Source: an optimization exercise on an open RTL-to-GDS flow (aim: a short achievable clock period and few clock cycles). Production flows keep margins and buffers that such runs may drop.
In this exercise RTL edits were held to simulation tests only and were not proved equivalent to the original.
Power is estimated from default activity; no workload was simulated.

## flow/design.v

```verilog
`default_nettype none
package cache_geom_pkg;
	localparam int word_addr_bits = 30;   
	localparam int word_bits      = 32;
	localparam int num_sets       = 4;
	localparam int words_per_line = 4;
	localparam int off_bits       = $clog2(words_per_line);
	localparam int idx_bits       = $clog2(num_sets);
	localparam int tag_bits       = word_addr_bits - idx_bits - off_bits;
	localparam int line_addr_bits = word_addr_bits - off_bits;
	localparam int line_bits      = words_per_line * word_bits;
	typedef logic [word_addr_bits-1:0] word_addr_t;   
	typedef logic [line_addr_bits-1:0] line_addr_t;   
	typedef logic [word_bits-1:0]      word_t;
	typedef logic [line_bits-1:0]      line_t;        
	typedef logic [tag_bits-1:0]       tag_t;         
	typedef logic [idx_bits-1:0]       set_idx_t;     
	typedef logic [off_bits-1:0]       word_off_t;    
endpackage
`default_nettype wire
`default_nettype none
package cache_ctrl_pkg;
	localparam int num_ways = 2;
	typedef enum logic [1:0] {
		idle,          
		compare_tag,   
		write_back,    
		allocate       
	} cache_state_t;
	typedef logic [$clog2(num_ways)-1:0] way_sel_t;
endpackage
`default_nettype wire
`timescale 1ns/1ps
`default_nettype none
module cache_way (
	input  cache_geom_pkg::tag_t  [cache_geom_pkg::num_sets-1:0] tag_q,
	input  logic [cache_geom_pkg::num_sets-1:0] valid_q,
	input  cache_geom_pkg::line_t [cache_geom_pkg::num_sets-1:0] line_q,
	input  cache_geom_pkg::tag_t      addr_tag,
	input  cache_geom_pkg::set_idx_t  addr_set,
	input  cache_geom_pkg::word_off_t addr_off,
	input  logic                      en,       
	output logic [cache_geom_pkg::num_sets-1:0] match,   
	output logic                      hit,      
	output logic [3:0]                hit_d,    
	output cache_geom_pkg::word_t     word      
);
	localparam int NS = cache_geom_pkg::num_sets;
	localparam int NW = cache_geom_pkg::words_per_line;
	localparam int WB = cache_geom_pkg::word_bits;
	localparam int TB = cache_geom_pkg::tag_bits;   
	logic [NS-1:0] sel;      
	logic [NS-1:0] hit_n;    
	always_comb begin
		for (int s = 0; s < NS; s++) begin
			sel[s] = en & (addr_set == s);
		end
	end
	for (genvar s = 0; s < NS; s++) begin : g_set
		logic [TB-1:0]   diff;
		logic [TB/2-1:0] eq2;
		logic [3:0]      ne_grp;
		logic            eq_lo, eq_hi;
		for (genvar i = 0; i < TB; i++) begin : g_bit
			lk_xor2 x_i (.a(tag_q[s][i]), .b(addr_tag[i]), .y(diff[i]));
		end
		for (genvar j = 0; j < TB/2; j++) begin : g_pair
			lk_nor2 p_i (.a(diff[2*j]), .b(diff[2*j+1]), .y(eq2[j]));
		end
		lk_nand4 g0_i (.a(eq2[0]),  .b(eq2[1]),  .c(eq2[2]),  .d(eq2[3]), .y(ne_grp[0]));
		lk_nand3 g1_i (.a(eq2[4]),  .b(eq2[5]),  .c(eq2[6]),              .y(ne_grp[1]));
		lk_nand3 g2_i (.a(eq2[7]),  .b(eq2[8]),  .c(eq2[9]),              .y(ne_grp[2]));
		lk_nand3 g3_i (.a(eq2[10]), .b(eq2[11]), .c(eq2[12]),             .y(ne_grp[3]));
		lk_nor2  h0_i (.a(ne_grp[0]), .b(ne_grp[1]), .y(eq_lo));
		lk_nor2  h1_i (.a(ne_grp[2]), .b(ne_grp[3]), .y(eq_hi));
		lk_nand4 s_i  (.a(eq_lo), .b(eq_hi), .c(valid_q[s]), .d(sel[s]), .y(hit_n[s]));
		assign match[s] = eq_lo & eq_hi & valid_q[s];
	end
	lk_nand4 hit_i (.a(hit_n[0]), .b(hit_n[1]), .c(hit_n[2]), .d(hit_n[3]), .y(hit));
	for (genvar k = 0; k < 4; k++) begin : g_hit_d
		lk_nand4 hit_d_i (.a(hit_n[0]), .b(hit_n[1]), .c(hit_n[2]), .d(hit_n[3]), .y(hit_d[k]));
	end
	always_comb begin
		word = '0;
		for (int s = 0; s < NS; s++) begin
			for (int o = 0; o < NW; o++) begin
				word |= {WB{{addr_set, addr_off} == (s*NW + o)}} & line_q[s][o*WB +: WB];
			end
		end
	end
endmodule
`default_nettype wire
`timescale 1ns/1ps
`default_nettype none
module lk_xor2 (
	input  logic a,
	input  logic b,
	output logic y
);
	assign y = a ^ b;
endmodule
module lk_nor2 (
	input  logic a,
	input  logic b,
	output logic y
);
	assign y = ~(a | b);
endmodule
module lk_nand3 (
	input  logic a,
	input  logic b,
	input  logic c,
	output logic y
);
	assign y = ~(a & b & c);
endmodule
module lk_nand4 (
	input  logic a,
	input  logic b,
	input  logic c,
	input  logic d,
	output logic y
);
	assign y = ~(a & b & c & d);
endmodule
`default_nettype wire
`default_nettype none
module lk_nand2 (
	input  logic a,
	input  logic b,
	output logic y
);
	assign y = ~(a & b);
endmodule
module lk_a21o (
	input  logic a,
	input  logic b,
	input  logic c,
	output logic y
);
	assign y = (a & b) | c;
endmodule
module lk_a21oi (
	input  logic a,
	input  logic b,
	input  logic c,
	output logic y
);
	assign y = ~((a & b) | c);
endmodule
`default_nettype wire
`timescale 1ns/1ps
`default_nettype none
module dcache_top (
	input  logic                       clk,
	input  logic                       proc_reset,
	input  logic                       proc_read,
	input  logic                       proc_write,
	input  cache_geom_pkg::word_addr_t proc_addr,
	input  cache_geom_pkg::word_t      proc_wdata,
	output cache_geom_pkg::word_t      proc_rdata,
	output logic                       proc_stall,
	output logic                       mem_read,
	output logic                       mem_write,
	output cache_geom_pkg::line_addr_t mem_addr,
	output cache_geom_pkg::line_t      mem_wdata,
	input  cache_geom_pkg::line_t      mem_rdata,
	input  logic                       mem_ready
);
	localparam int NS = cache_geom_pkg::num_sets;
	localparam int NW = cache_geom_pkg::words_per_line;
	localparam int WB = cache_geom_pkg::word_bits;
	localparam int LB = cache_geom_pkg::line_bits;
	localparam int AB = cache_geom_pkg::line_addr_bits;
	logic [NS-1:0]                valid0_q, valid1_q;
	logic [NS-1:0]                dirty0_q, dirty1_q;
	cache_geom_pkg::tag_t  [NS-1:0] tag0_q;
	cache_geom_pkg::tag_t  [NS-1:0] tag1_q;
	cache_geom_pkg::line_t [NS-1:0] line0_q;
	cache_geom_pkg::line_t [NS-1:0] line1_q;
	logic [NS-1:0]                repl_q;   
	logic eval_q, wb_q, rd_q, resp_q;
	cache_geom_pkg::tag_t      tag_a_q;    
	cache_geom_pkg::set_idx_t  set_a_q;
	cache_geom_pkg::word_off_t off_a_q;
	cache_geom_pkg::word_t     wdata_a_q;
	logic                      write_a_q;
	logic                      way_a_q;    
	logic [NS-1:0]             line_sel0_q, line_sel1_q;   
	logic [NW-1:0]             word_sel_q;                 
	logic                       stall_q;
	logic                       mem_read_q;
	logic                       mem_write_q;
	cache_geom_pkg::line_addr_t mem_addr_q;
	cache_geom_pkg::line_t      mem_wdata_q;
	cache_geom_pkg::word_t      rdata_q;
	assign proc_stall = stall_q;
	assign proc_rdata = rdata_q;
	assign mem_read   = mem_read_q;
	assign mem_write  = mem_write_q;
	assign mem_addr   = mem_addr_q;
	assign mem_wdata  = mem_wdata_q;
	cache_geom_pkg::tag_t      addr_tag;
	cache_geom_pkg::set_idx_t  addr_set;
	cache_geom_pkg::word_off_t addr_off;
	assign {addr_tag, addr_set, addr_off} = proc_addr;
	logic [NS-1:0] set_dec;   
	always_comb begin
		for (int s = 0; s < NS; s++) begin
			set_dec[s] = (addr_set == s);
		end
	end
	logic                  access, lookup;
	logic [NS-1:0]         match0, match1;
	logic                  hit0, hit1;
	logic [3:0]            hit0_d, hit1_d;
	assign access = proc_read | proc_write;
	assign lookup = eval_q & access;
	cache_geom_pkg::word_t word0, word1;
	cache_way way0_i (
		.tag_q    (tag0_q),
		.valid_q  (valid0_q),
		.line_q   (line0_q),
		.addr_tag (addr_tag),
		.addr_set (addr_set),
		.addr_off (addr_off),
		.en       (lookup),
		.match    (match0),
		.hit      (hit0),
		.hit_d    (hit0_d),
		.word     (word0)
	);
	cache_way way1_i (
		.tag_q    (tag1_q),
		.valid_q  (valid1_q),
		.line_q   (line1_q),
		.addr_tag (addr_tag),
		.addr_set (addr_set),
		.addr_off (addr_off),
		.en       (lookup),
		.match    (match1),
		.hit      (hit1),
		.hit_d    (hit1_d),
		.word     (word1)
	);
	logic                  victim, victim_dirty;
	cache_geom_pkg::tag_t  victim_tag;
	always_comb begin
		victim       = 1'b0;
		victim_dirty = 1'b0;
		victim_tag   = '0;
		for (int s = 0; s < NS; s++) begin
			victim       |= set_dec[s] & repl_q[s];
			victim_dirty |= set_dec[s] & (repl_q[s] ? dirty1_q[s] : dirty0_q[s]);
			victim_tag   |= {cache_geom_pkg::tag_bits{set_dec[s]}}
			                & (repl_q[s] ? tag1_q[s] : tag0_q[s]);
		end
	end
	logic [NS-1:0]         wb_sel0, wb_sel1;
	cache_geom_pkg::line_t wb_line;
	always_comb begin
		wb_line = '0;
		for (int s = 0; s < NS; s++) begin
			wb_sel0[s] = eval_q ? set_dec[s] & ~repl_q[s] : line_sel0_q[s];
			wb_sel1[s] = eval_q ? set_dec[s] &  repl_q[s] : line_sel1_q[s];
			wb_line |= ({LB{wb_sel0[s]}} & line0_q[s]) | ({LB{wb_sel1[s]}} & line1_q[s]);
		end
	end
	logic wb_done, rd_done;
	assign wb_done = wb_q & mem_ready;
	assign rd_done = rd_q & mem_ready;
	logic no_hit;
	logic wb_start_ok, wb_hold, rd_start_ok, rd_hold;
	logic stall_d, resp_d, mem_write_d, mem_read_d, wb_d, rd_d;
	assign wb_start_ok = ~proc_reset & lookup & victim_dirty;
	assign wb_hold     = ~proc_reset & wb_q & ~mem_ready;
	assign rd_start_ok = ~proc_reset & lookup & ~victim_dirty;
	assign rd_hold     = ~proc_reset & (wb_done | (rd_q & ~mem_ready));
	lk_nor2  no_hit_i (.a(hit0), .b(hit1), .y(no_hit));
	lk_a21o  mwr_i    (.a(no_hit), .b(wb_start_ok), .c(wb_hold), .y(mem_write_d));
	lk_a21o  mrd_i    (.a(no_hit), .b(rd_start_ok), .c(rd_hold), .y(mem_read_d));
	lk_a21o  wb_i     (.a(no_hit), .b(wb_start_ok), .c(wb_hold), .y(wb_d));
	lk_a21o  rd_i     (.a(no_hit), .b(rd_start_ok), .c(rd_hold), .y(rd_d));
	lk_a21o  stall_i  (.a(no_hit), .b(~rd_done), .c(proc_reset), .y(stall_d));
	lk_a21oi resp_i   (.a(no_hit), .b(~rd_done), .c(proc_reset), .y(resp_d));
	always_ff @(posedge clk) begin
		if (proc_reset) begin
			eval_q <= 1'b1;
		end else begin
			eval_q <= (eval_q & ~access) | resp_q;
		end
	end
	cache_geom_pkg::word_t rdata_d, rd_n0, rd_n1, rd_nm;
	cache_geom_pkg::word_t mem_word;
	assign mem_word = mem_rdata[off_a_q*WB +: WB];
	for (genvar b = 0; b < WB; b++) begin : g_rdata
		lk_nand2 n0_i (.a(hit0_d[b/8]), .b(word0[b]),   .y(rd_n0[b]));
		lk_nand2 n1_i (.a(hit1_d[b/8]), .b(word1[b]),   .y(rd_n1[b]));
		lk_nand2 nm_i (.a(rd_q),        .b(mem_word[b]), .y(rd_nm[b]));
		lk_nand3 o_i  (.a(rd_n0[b]), .b(rd_n1[b]), .c(rd_nm[b]), .y(rdata_d[b]));
	end
	always_ff @(posedge clk) begin
		stall_q     <= stall_d;
		resp_q      <= resp_d;
		mem_write_q <= mem_write_d;
		mem_read_q  <= mem_read_d;
		wb_q        <= wb_d;
		rd_q        <= rd_d;
		rdata_q     <= rdata_d;
		mem_addr_q  <= ({AB{eval_q}} & (victim_dirty ? {victim_tag, addr_set}
		                                              : {addr_tag, addr_set}))
		             | ({AB{wb_done}} & {tag_a_q, set_a_q})
		             | ({AB{~eval_q & ~wb_done}} & mem_addr_q);
		mem_wdata_q <= wb_line;
	end
	always_ff @(posedge clk) begin
		if (eval_q) begin
			tag_a_q   <= addr_tag;
			set_a_q   <= addr_set;
			off_a_q   <= addr_off;
			wdata_a_q <= proc_wdata;
			write_a_q <= proc_write;
			way_a_q   <= ~hit0 & (hit1 | victim);
			for (int s = 0; s < NS; s++) begin
				line_sel0_q[s] <= set_dec[s] & (match0[s] | ~(match1[s] | repl_q[s]));
				line_sel1_q[s] <= set_dec[s] & ~match0[s] & (match1[s] | repl_q[s]);
			end
			for (int o = 0; o < NW; o++) begin
				word_sel_q[o] <= (addr_off == o);
			end
		end
	end
	logic store_now;
	assign store_now = resp_q & write_a_q;
	always_ff @(posedge clk) begin
		if (proc_reset) begin
			valid0_q <= '0;
			valid1_q <= '0;
			dirty0_q <= '0;
			dirty1_q <= '0;
			repl_q   <= '0;
		end else begin
			if (rd_done) begin
				repl_q[set_a_q] <= ~way_a_q;
				if (way_a_q) begin
					valid1_q[set_a_q] <= 1'b1;
					dirty1_q[set_a_q] <= 1'b0;
				end else begin
					valid0_q[set_a_q] <= 1'b1;
					dirty0_q[set_a_q] <= 1'b0;
				end
			end
			if (wb_done) begin
				if (way_a_q) dirty1_q[set_a_q] <= 1'b0;
				else         dirty0_q[set_a_q] <= 1'b0;
			end
			if (store_now) begin
				if (way_a_q) dirty1_q[set_a_q] <= 1'b1;
				else         dirty0_q[set_a_q] <= 1'b1;
			end
		end
	end
	cache_geom_pkg::word_t fill_word [NW];
	always_comb begin
		for (int o = 0; o < NW; o++) begin
			fill_word[o] = rd_q ? mem_rdata[o*WB +: WB] : wdata_a_q;
		end
	end
	always_ff @(posedge clk) begin
		for (int s = 0; s < NS; s++) begin
			if (line_sel0_q[s] & rd_done) tag0_q[s] <= tag_a_q;
			if (line_sel1_q[s] & rd_done) tag1_q[s] <= tag_a_q;
			for (int o = 0; o < NW; o++) begin
				if (line_sel0_q[s] & (rd_done | (store_now & word_sel_q[o])))
					line0_q[s][o*WB +: WB] <= fill_word[o];
				if (line_sel1_q[s] & (rd_done | (store_now & word_sel_q[o])))
					line1_q[s][o*WB +: WB] <= fill_word[o];
			end
		end
	end
endmodule
`default_nettype wire
```

## flow/flow/run.sh

```bash
#!/bin/bash
# Layout flow: the standard ORFS layout (standard.sh: unchanged synthesis, floorplan,
# power grid, placement, CTS and routing), with ORFS's timing repair asked for a setup slack
# of 5.8 ns at the design's 8.5 ns clock, so that it shortens the paths as far as it can.
# constraint.sdc (the design's clock and I/O constraints) is used unchanged.
# make's output goes to standard_flow.log; each ORFS step logs to orfs/logs/.
set -euo pipefail
cat >> config.mk <<'EOT'
export SETUP_SLACK_MARGIN = 5.8
EOT
bash standard.sh finish > standard_flow.log 2>&1
```

## flow/standard.sh

```bash
#!/bin/bash
# synth_recipe.tcl (not shown) runs the flow's synth.tcl, then flattens the netlist and writes it again
# the make line also repeats each setting of config.mk as NAME=value (left out here)
make -C /OpenROAD-flow-scripts/flow DESIGN_CONFIG=/design/flow/config.mk WORK_HOME=/design/flow/orfs CLKGATE_MAP_FILE= SYNTH_SCRIPT=/design/flow/synth_recipe.tcl "${@:-finish}"
```

## flow/config.mk

```make
export PLATFORM = sky130hd
export DESIGN_NAME = dcache_top
export DESIGN_NICKNAME = dcache_top
export VERILOG_FILES = /design/flow/design.v
export SDC_FILE = /design/flow/constraint.sdc
export NUM_CORES = 4
export LEC_CHECK = 0
export ABC_CLOCK_PERIOD_IN_PS = 1000
export CAP_MARGIN = 20
export CORE_AREA = 3 3 347 347
export DIE_AREA = 0 0 350 350
export SLEW_MARGIN = 20
export SYNTH_HIERARCHICAL = 1
export SETUP_SLACK_MARGIN = 5.8
```

## flow/constraint.sdc

```tcl
create_clock -name core_clock -period 8.5 [get_ports {clk}]
set_input_delay 1.7000 -clock core_clock [delete_from_list [all_inputs] [get_ports {clk}]]
set_output_delay 1.7000 -clock core_clock [all_outputs]
set_load 0.01 [all_outputs]
```

==> flow_summary.yaml, run 1 <==
logic_synthesis:
  yosys_register_bits: 1523
  yosysWarnings: 9
  yosysSeqAreaShare: 0.649
  synthFlopType: "edfxtp_1"
  avgSynthCellArea_um2: 13.1
  syn_area_mm2: 0.0672
  synth_edf_count: 1308
  yosysUniqueCellTypes: 58
  syn_inst: 5135
  syn_nets: 5334
  ys_async_sr_fraction: 0
grt:
  grt_max_degree: 97
  gr-total-overflow: 0
  gr-usage-met2: 0.685
  globalRouteMet1Util: 0.613
  antenna_found_initial: 17
  first_global_vias: 53600
  gr-usage-met3: 0.244
  grt_first_pass_wirelength_um: 418000
  grt.total_usage: 0.497
  grt.busiest_layer: "met2"
place:
  dp_slack_ns: 3.33
  port_buffers: 385
  dpl.hpwl_um: 162000
  gp_congestion: 0.943
finish:
  layout.nets: 5774
  areaGrowthSynthToFinish_pct: 23.2
  drive_above_1_share: 0.253
  fin_util: 0.708
power:
  p_switching_w: 0.00493
  p_clk_frac: 0.382
  p_sw_frac: 0.266
  power.density_mw_per_mm2: 224
  vdd_drop_max_mv: 0.234
  intPower_w: 0.0136
  total_power_w: 0.0185
  total_leakage_power_nw: 28.3
  power_frac_seq: 0.479
  p_comb_frac: 0.139
setup_path:
  path_buf_inv: 1
  startpoint_type: "flip-flop"
  critical-path-slowest-cell: "dfxtp_4"
  worst-setup-path-type: "flip-flop to primary output"
  worstPathRequired_ns: 6.80
  crit_family: "flip-flops"
  crit_chain: "buf_6"
  cp-end-kind: "primary output"
  cp_max_fo: 1
  slowest_delay_ns: 0.47
  cp_data_arrival_time_ns: 1.42
cts:
  cts_htree_levels: 4
  clk-insertion-delay-late_ns: 0.82
  cts_tree: "built"
  root_buffer: "clkbuf_16"
  cts_made_buffers: 158
  clockBufferDepth: 3
  cts_sinks: 1523
  clk_pin_slew_ns: 0.06
timing:
  setup-tns-final_ns: 0
  finalHoldViolations: 0
  worst_clock_skew_ns: 0.0253
  worst_pin_slew_ns: 1.19
  rsz0062_at_grt: "yes"
  finalCriticalPeriod_ns: 3.12
  relSlewSlack: 0.204
  fin_crit_sh: 0.367
  fmaxAchievable_mhz: 320
  setup_viol: 0
  setup_ws_ns: 5.38
  timing.final.max_slew_violations: 0
worst_hold_path:
  worst_hold_path_type: "flip-flop to flip-flop"
floorplanning:
  die_area_mm2: 0.123
  fp.dieH_um: 350
  die_w_um: 350
  start_util: 0.575
  io_pins: 386
  core_mm2: 0.117
  rows: 125
routing:
  wirelength_um: 311000
  via_per_inst: 7.82
  drtIter0Drc: 11000
  route.detailed.drc: 0
  antenna_left: 0
  vias: 56700
  wl_per_cell_um: 42.9
  drt_pre_antenna_iters: 13
status:
  status: "timing/DRC/antenna clean"
run:
  maxCapViolations: 0
[sequential cells by signal, indices dropped and copies added (netlist names), 26 cells and up]
register     flops
tag_a_q         26
line1_q        512
line0_q        512
tag0_q         104
mem_wdata_q    128
rdata_q         32
tag1_q         104
wdata_a_q       32
mem_addr_q      28
[Yosys stat by module, one instance, submodules excluded]
module      cells inside  cell area [um2]
lk_nand4               1             6.26
lk_nand2               1             3.75
lk_a21o                1             7.51
lk_nor2                1             3.75
lk_xor2                1             8.76
lk_nand3               1             5.00
lk_a21oi               1             8.76
dcache_top          3566            56000
cache_way            528             4030
[what timing repair did]
item	in CTS	in global routing
buffers inserted	134	22
hold buffers	0	0
cloned	40	5
gates resized for setup	1554	149
setup endpoints to repair	1488	1033
pin swaps	81	50
[cells by family after synthesis]
logic type,after synthesis,synth area share
xor+xnor,208,0.0271
mux,98,0.0206
fa+ha+maj,4,0.000745
simple gates,1171,0.0872
buf+inv,429,0.0296
flops,1523,0.649
compound gates,1702,0.186
[final timing paths]
check	depth (start not counted)	startpoint	slack, ns	to
setup reg to reg	7	eval_q$_SDFF_PP1_	5.75	mem_wdata_q[85]$_DFF_P_
hold reg to reg	1	resp_q$_DFF_P_	0.47	eval_q$_SDFF_PP1_
hold / removal	1	resp_q$_DFF_P_	0.47	eval_q$_SDFF_PP1_
setup / recovery	1	mem_wdata_q[127]$_DFF_P_	5.38	mem_wdata[127]
[power by group through the flow]
stage | Combinational [W] | Sequential, W | Clock, W
floorplan | 0.00109 | 0.00894 | 0
global placement | 0.00218 | 0.00898 | 0
detailed placement | 0.00220 | 0.00898 | 0
CTS | 0.00238 | 0.00886 | 0.00703
global route | 0.00259 | 0.00889 | 0.00736
finish | 0.00257 | 0.00888 | 0.00708
[layout make-up]
cell class | instances | area (um2)
Sequential cell | 1523 | 43900
Multi-Input combinational cell | 3207 | 24000
Fill cell | 7887 | 34100
Clock inverter | 68 | 668
Clock buffer | 228 | 4540
Antenna cell | 14 | 35.0
Inverter | 9 | 37.5
Tap cell | 1524 | 1910
Timing Repair Buffer | 676 | 7730
[cells in the mapped netlist, drive strengths merged, types with 4 or more instances]
master   instances  share of area
buf            203          0.017
nand3          188          0.014
nor2b           54         0.0050
mux4            32          0.011
and2            12         0.0012
a21o             5        0.00056
nand2          427          0.024
and4           129          0.017
o22ai           28         0.0026
o2111ai         64         0.0083
nand2b          44         0.0041
nand4           26         0.0024
or2             10        0.00093
a221o           26         0.0039
a21oi           20         0.0015
a31oi            4        0.00037
and3            19         0.0018
a22oi          519          0.062
inv              9        0.00050
ha               4        0.00075
edfxtp        1308           0.58
nor3b            9         0.0013
dfxtp          215          0.064
nor2           231          0.013
o22a           128          0.017
nor3             9        0.00075
mux2i           66         0.0098
xor2           208          0.027
a22o           126          0.016
o21ai          608          0.045
clkbuf         217          0.012
a221oi         167          0.027
[cell usage in the layout (no fill, tap or decap), types with 128 or more instances in the layout]
| cell type | Yosys | layout |
|---|---|---|
| nand2_1 | 427 | 388 |
| nand3_1 | 188 | 144 |
| edfxtp_1 | 1308 | 1308 |
| nor2_1 | 229 | 191 |
| clkbuf_16 | 0 | 169 |
| and4_1 | 129 | 128 |
| a221oi_2 | 60 | 129 |
| buf_4 | 17 | 142 |
| o22a_1 | 128 | 128 |
| xor2_1 | 208 | 203 |
| clkdlybuf4s50_1 | 0 | 160 |
| o21ai_0 | 564 | 562 |
| a22oi_1 | 469 | 404 |
| buf_6 | 15 | 196 |
[metrics by stage]
stage	instance area [um2]	instances	hold slack, ns
after floorplan	69000	5135	0.405
after global placement	73200	6733	0.431
after detailed placement	73200	6738	0.451
after CTS	81800	7208	0.460
after global routing	82700	7236	0.475
final	82700	7249	0.468
[per-layer routing]
| metal | vias to the layer above | routed length (um) |
|---|---|---|
| met5 | - | 381 |
| met4 | 25 | 28200 |
| met3 | 1830 | 57600 |
| met2 | 6224 | 125000 |
| met1 | 27400 | 99900 |
| li1 | 21200 | - |
Testbench counts, summed over its fixed seeds: cycles 20,160.
==> inputs of run 2 (changes only) <==
==> flow/run.sh (new file) <==
#!/bin/bash
# synth_recipe.tcl (not shown) runs the flow's synth.tcl, then flattens the netlist and writes it again
# the make line also repeats each setting of config.mk as NAME=value (left out here)
make -C /OpenROAD-flow-scripts/flow DESIGN_CONFIG=/design/flow/config.mk WORK_HOME=/design/flow/orfs CLKGATE_MAP_FILE= SYNTH_SCRIPT=/design/flow/synth_recipe.tcl finish
--- a/flow/config.mk
+++ b/flow/config.mk
@@ -9,6 +9,6 @@
 export CAP_MARGIN = 20
 export CORE_AREA = 3 3 347 347
 export DIE_AREA = 0 0 350 350
+export SETUP_SLACK_MARGIN = 5
 export SLEW_MARGIN = 20
 export SYNTH_HIERARCHICAL = 1
-export SETUP_SLACK_MARGIN = 5.8
removed: flow/flow/run.sh
removed: flow/standard.sh
==> run 2 against run 1 <==
Compared with the run above: synthesized cell count is the same; final cell count shrank 1.8%; sequential power is essentially flat; critical path type is now input port to flip-flop; largest cell class unchanged; largest power group unchanged.
==> flow_summary.yaml, run 2 <==
status:
  status: "timing/DRC/antenna clean"
finish:
  layout_common_cells: "1,308 x edfxtp_1, 564 x o21ai_0, 469 x a22oi_1, 425 x nand2_1, 321 x clkdlybuf4s50_1"
  mostFrequentLayoutCell: "edfxtp_1"
  largestRegisters: "line0_q x512, line1_q x512, mem_wdata_q x128"
  drive_above_1_share: 0.128
  layout.nets: 5645
  final_cells: 7117
  areaGrowthSynthToFinish_pct: 16.9
place:
  place_inst: 6750
  port_buffers: 385
  dp_slack_ns: 3.13
  gp_congestion: 0.933
  dpl.hpwl_um: 163000
logic_synthesis:
  syn_nets: 5334
  syn_inst: 5135
  avgSynthCellArea_um2: 13.1
  yosysMostFrequentCell: "edfxtp_1"
  syn_area_mm2: 0.0672
  synth_top_area_share: 0.585
  yosysUniqueCellTypes: 58
  yosys_register_bits: 1523
  yosysTopAreaCell: "edfxtp_1"
  synth_edf_count: 1308
  ys_top_cells_by_count: "1,308 x edfxtp_1, 564 x o21ai_0, 469 x a22oi_1"
  yosysWarnings: 9
  yosysSeqAreaShare: 0.649
  ys_async_sr_fraction: 0
  synthFlopType: "edfxtp_1"
  synthTopCellsByArea: "edfxtp_1 58%, dfxtp_1 6.4%, a22oi_1 5.2%"
routing:
  route.detailed.drc: 0
  drt_pre_antenna_iters: 9
  antenna_left: 0
  wl_per_cell_um: 40.8
  wirelength_um: 290000
  via_per_inst: 7.69
  drtIter0Drc: 10400
  vias: 54700
setup_path:
  cp-end-kind: "flip-flop"
  crit_chain: "buf_6, buf_6, nor2_4, buf_4, a22oi_1, o22a_1, o2111ai_1, nand2_1, nand3_1"
  critPathLaunch: "proc_addr[1]"
  r2r_setup_slack_ns: 5.09
  path_buf_inv: 3
  r2r_start: "eval_q$_SDFF_PP1_"
  regToRegEndpoint: "mem_wdata_q[127]$_DFF_P_"
  critical-path-slowest-cell: "nor2_4"
  cp_max_fo: 51
  startpoint_type: "input port"
  reg2reg_depth: 7
  crit_family: "buffers and inverters"
  worst-setup-path-type: "input port to flip-flop"
  cpMostUsedCell: "buf_6"
  worstPathRequired_ns: 9.22
  cp_data_arrival_time_ns: 4.35
  slowest_delay_ns: 0.65
timing:
  rsz0062_at_grt: "yes"
  worst_clock_skew_ns: 0.0291
  setup-tns-final_ns: 0
  fmaxAchievable_mhz: 276
  setup_viol: 0
  finalCriticalPeriod_ns: 3.63
  relSlewSlack: 0.115
  timing.final.max_slew_violations: 0
  worst_pin_slew_ns: 1.33
  fin_crit_sh: 0.427
  finalHoldViolations: 0
  setup_ws_ns: 4.87
floorplanning:
  start_util: 0.575
  io_pins: 386
  fp.dieH_um: 350
  die_w_um: 350
  rows: 125
  die_area_mm2: 0.123
  core_mm2: 0.117
cts:
  clockBufferDepth: 3
  cts_tree: "built"
  clk-insertion-delay-late_ns: 0.81
  root_buffer: "clkbuf_16"
  cts_htree_levels: 4
  clk_pin_slew_ns: 0.06
  cts_sinks: 1523
  cts_made_buffers: 158
run:
  maxCapViolations: 0
power:
  total_power_w: 0.0181
  vdd_drop_max_mv: 0.232
  total_leakage_power_nw: 26.1
  power.density_mw_per_mm2: 230
grt:
  grt.total_usage: 0.459
  gr-usage-met3: 0.191
  first_global_vias: 51700
  grt_max_degree: 148
  gr-total-overflow: 0
  grt_first_pass_wirelength_um: 392000
  globalRouteMet1Util: 0.594
  gr-usage-met2: 0.647
  antenna_found_initial: 18
  grt.busiest_layer: "met2"
worst_hold_path:
  hp-start: "resp_q$_DFF_P_"
  worst_hold_path_type: "flip-flop to flip-flop"
  min_path_cells: 1
  min_to: "eval_q$_SDFF_PP1_"
run 2: cell count changes in the layout (fill, tap and decap cells not counted), sizes merged, moves of 7 or more:
cell           delta
bufbuf           -14
inv               +7
dlymetal6s2s     +19
clkbuf           -18
buf             -316
clkdlybuf4s50   +161
clkinv            +8
dlygate4sd2      +34
run 2: cells by family after synthesis:
family | synth area share
AO/OA/AOI/OAI | 0.186
flip-flops | 0.649
AND/OR/NAND/NOR | 0.0872
buffers and inverters | 0.0296
XOR/XNOR | 0.0271
multiplexers | 0.0206
adder cells (fa/ha/maj) | 0.000745
run 2: worst max path at each step:
stage                                    endpoint  cells after the start
after floorplan              line0_q[0]$_DFFE_PP_                      4
after global placement    mem_wdata_q[37]$_DFF_P_                      7
after detailed placement   mem_wdata_q[2]$_DFF_P_                      7
after CTS                          mem_wdata[126]                      1
after global routing          rdata_q[22]$_DFF_P_                      9
final                         rdata_q[29]$_DFF_P_                      9
run 2: worst register-to-register path: cells and delay by family (launching register included):
family                 cells  cell delay, ns
AND/OR/NAND/NOR            3            1.02
AO/OA/AOI/OAI              1            0.18
buffers and inverters      3            1.38
flip-flops                 1            0.76
run 2: power breakdown:
part	internal [W]	switching (W)
clock	0.00391	0.00302
sequential	0.00860	0.000285
combinational	0.000771	0.00150
total	0.0133	0.00481
run 2: metal layers:
| layer | vias to the layer above | part of all wire |
|---|---|---|
| li1 | 21000 | - |
| met1 | 26400 | 0.34 |
| met2 | 5853 | 0.41 |
| met3 | 1482 | 0.17 |
| met4 | 16 | 0.076 |
| met5 | - | 0.0011 |
run 2: layout make-up:
type,count,area (um2)
diodes,11,27.5
clock buffers,211,4290
clock inverters,85,822
fillers,8489,38300
inverters,9,36.3
multi-input cells,3195,22200
flip-flops and latches,1523,43600
well taps,1524,1910
repair buffers,559,5540
run 2: stage by stage:
step | cell area, um2 | util | hold slack [ns]
global route | 78500 | 0.672 | 0.470
floorplan | 67200 | - | 0.406
global placement | 72400 | 0.620 | 0.421
CTS | 78100 | 0.668 | 0.445
detailed placement | 72500 | 0.620 | 0.422
finish | 78500 | 0.672 | 0.446
run 2: timing repair:
| item | CTS | global route |
|---|---|---|
| pin swaps | 12 | 3 |
| gates cloned | 8 | 5 |
| buffers inserted | 25 | 22 |
| hold buffers | 0 | 0 |
| resized for setup | 112 | 72 |
| endpoints found under the setup margin | 980 | 339 |
run 2: per-module statistics from Yosys (local to each module, per instance):
module,cell area [um2],flip-flops and latches,copies in the design,cells
cache_way,4030,0,2,528
dcache_top,56000,1523,1,3566
lk_a21o,7.51,0,5,1
lk_a21oi,8.76,0,1,1
lk_nand2,3.75,0,96,1
lk_nand3,5.00,0,56,1
lk_nand4,6.26,0,26,1
lk_nor2,3.75,0,121,1
lk_xor2,8.76,0,208,1

-- static timing again, ports no longer ideal --
No port has a modelled driver above. Below, the same layouts with a new extraction and two added sets of constraints. Step 1: set_driving_cell puts a clkbuf_16 on clk and a buf_2 on each other input, an assumption about the parent block. Step 2 also shifts input and output timing later by t, the mid clock arrival at the registers, as if the neighbouring blocks saw the same clock. Three values: no drivers, after step 1, after step 2; two values: the first two.
run	t (ns)	slack for setup (ns)	slew at the worst register clock pin (ns)
run 1	0.881	5.379 / 5.298 / 4.578	0.07 / 0.07
run 2	0.875	4.874 / 4.911 / 4.035	0.07 / 0.07
After both steps every run listed still meets setup and hold. The setup slack of run 2, which loses most, moves by +0.037 ns with the drivers and by -0.839 ns with both steps.
